This is an optimization exercise on Yosys and OpenROAD, whose aim is small area and a short achievable clock period, not a production implementation. At most, simulation tests tie the RTL to the original design; equivalence was not proved. Power and IR drop assume default switching activity.

==> module spi_ram_and4, before the edit <==
module spi_ram_and4 (
    input  logic a, b, c, d,
    output logic y
);
    assign y = a & b & c & d;
endmodule
==> module spi_ram_and2, before the edit <==
module spi_ram_and2 (
    input  logic a, b,
    output logic y
);
    assign y = a & b;
endmodule
==> module spi_ram_rd_bit, before the edit <==
module spi_ram_rd_bit (
    input  logic [255:0] col,
    input  logic [15:0]  r_lo,
    input  logic [15:0]  r_hi,
    input  logic         e,
    input  logic         e_n,
    input  logic         q_n,
    output logic         y
);
    logic [31:0]  w_p;    
    logic [15:0]  w_q;    
    logic [3:0]   w_r;
    logic [1:0]   w_s;
    for (genvar h = 0; h < 16; h++) begin : g_grp
        for (genvar j = 0; j < 2; j++) begin : g_ao
            spi_ram_ao8 u_ao (
                .d (col[16*h + 8*j +: 8]),
                .s (r_lo[8*j +: 8]),
                .y (w_p[2*h + j])
            );
        end
        spi_ram_oai21 u_oai (
            .a1 (w_p[2*h]), .a2 (w_p[2*h + 1]), .b1 (r_hi[h]),
            .y  (w_q[h])
        );
    end
    for (genvar j = 0; j < 4; j++) begin : g_or
        spi_ram_and4 u_and (
            .a (w_q[4*j]),     .b (w_q[4*j + 1]),
            .c (w_q[4*j + 2]), .d (w_q[4*j + 3]),
            .y (w_r[j])
        );
    end
    spi_ram_and2 u_and0 (.a (w_r[0]), .b (w_r[1]), .y (w_s[0]));
    spi_ram_and2 u_and1 (.a (w_r[2]), .b (w_r[3]), .y (w_s[1]));
    spi_ram_rd_mux u_out (
        .e (e), .s0 (w_s[0]), .s1 (w_s[1]), .e_n (e_n), .q_n (q_n),
        .y (y)
    );
endmodule
Settings: LEC_CHECK=0, CAP_MARGIN=20, CORE_MARGIN=2, CORE_UTILIZATION=50, CTS_CLUSTER_DIAMETER=100, CTS_CLUSTER_SIZE=25, SETUP_SLACK_MARGIN=1.8, SLEW_MARGIN=20, SYNTH_HIERARCHICAL=1; clock period 4.0 ns.
run.sh (not shown) runs the stock make flow with config.mk's settings and CLKGATE_MAP_FILE= SYNTH_SCRIPT=/design/flow/synth_recipe.tcl, a recipe that flattens the netlist after the stock synthesis.
Change:
--- a/flow/design.v
+++ b/flow/design.v
@@ -31,22 +31,10 @@
     input  logic a, b,
     output logic y
 );
     assign y = ~(a | b);
 endmodule
-module spi_ram_and4 (
-    input  logic a, b, c, d,
-    output logic y
-);
-    assign y = a & b & c & d;
-endmodule
-module spi_ram_and2 (
-    input  logic a, b,
-    output logic y
-);
-    assign y = a & b;
-endmodule
 module spi_ram_rd_mux (
     input  logic e, s0, s1, e_n, q_n,
     output logic y
 );
     assign y = ~((e & s0 & s1) | (e_n & q_n));
@@ -60,12 +48,12 @@
     input  logic         q_n,
     output logic         y
 );
     logic [31:0]  w_p;    
     logic [15:0]  w_q;    
-    logic [3:0]   w_r;
-    logic [1:0]   w_s;
+    logic [3:0]   w_r;    
+    logic [1:0]   w_s;    
     for (genvar h = 0; h < 16; h++) begin : g_grp
         for (genvar j = 0; j < 2; j++) begin : g_ao
             spi_ram_ao8 u_ao (
                 .d (col[16*h + 8*j +: 8]),
                 .s (r_lo[8*j +: 8]),
@@ -76,18 +64,18 @@
             .a1 (w_p[2*h]), .a2 (w_p[2*h + 1]), .b1 (r_hi[h]),
             .y  (w_q[h])
         );
     end
     for (genvar j = 0; j < 4; j++) begin : g_or
-        spi_ram_and4 u_and (
+        spi_ram_nand4 u_nand (
             .a (w_q[4*j]),     .b (w_q[4*j + 1]),
             .c (w_q[4*j + 2]), .d (w_q[4*j + 3]),
             .y (w_r[j])
         );
     end
-    spi_ram_and2 u_and0 (.a (w_r[0]), .b (w_r[1]), .y (w_s[0]));
-    spi_ram_and2 u_and1 (.a (w_r[2]), .b (w_r[3]), .y (w_s[1]));
+    spi_ram_nor2 u_nor0 (.a (w_r[0]), .b (w_r[1]), .y (w_s[0]));
+    spi_ram_nor2 u_nor1 (.a (w_r[2]), .b (w_r[3]), .y (w_s[1]));
     spi_ram_rd_mux u_out (
         .e (e), .s0 (w_s[0]), .s1 (w_s[1]), .e_n (e_n), .q_n (q_n),
         .y (y)
     );
 endmodule
=>
- The new run went through all stages and came out clean
- count of clock-buffer cells in the layout does not change
- clock skew came out higher by 0.0096 ns
- power stays flat
- wire length is higher by 2.0%
- synthesized area is about the same
- sequential power is about the same
- global-route usage came out higher by 0.29 points
- worst hold slack gains 0.052 ns
- clock power hardly moves
- design area increases by 0.39%
- non-clock buffer count goes down by 89
- maximum frequency falls by 7.3%
The RTL of the second run of this note was laid out without a check of its function.

-- port drivers added, routing unchanged --
In the flow no input, the clock included, has a driving cell. The finished layouts below were timed again as built, in two steps.
Step 1, drivers: a clkbuf_16 drives clk and a buf_2 each remaining input, both assumed.
Step 2 also shifts input and output timing later by t, the mid clock arrival at the registers, as if the neighbouring blocks saw the same clock.
Slacks: ideal ports / drivers / drivers and shift; pairs: ideal ports / drivers.
run | shift t [ns] | slack for setup (ns) | pins driven straight from the clock port
the first run | 0.821 | 1.679 / 1.679 / 0.902 | 1
the second run | 0.818 | 1.496 / 1.496 / 0.808 | 1
After both steps every run listed still meets setup and hold. The setup slack of the first run, which loses most, moves by 0.000 ns with the drivers and by -0.777 ns with both steps.
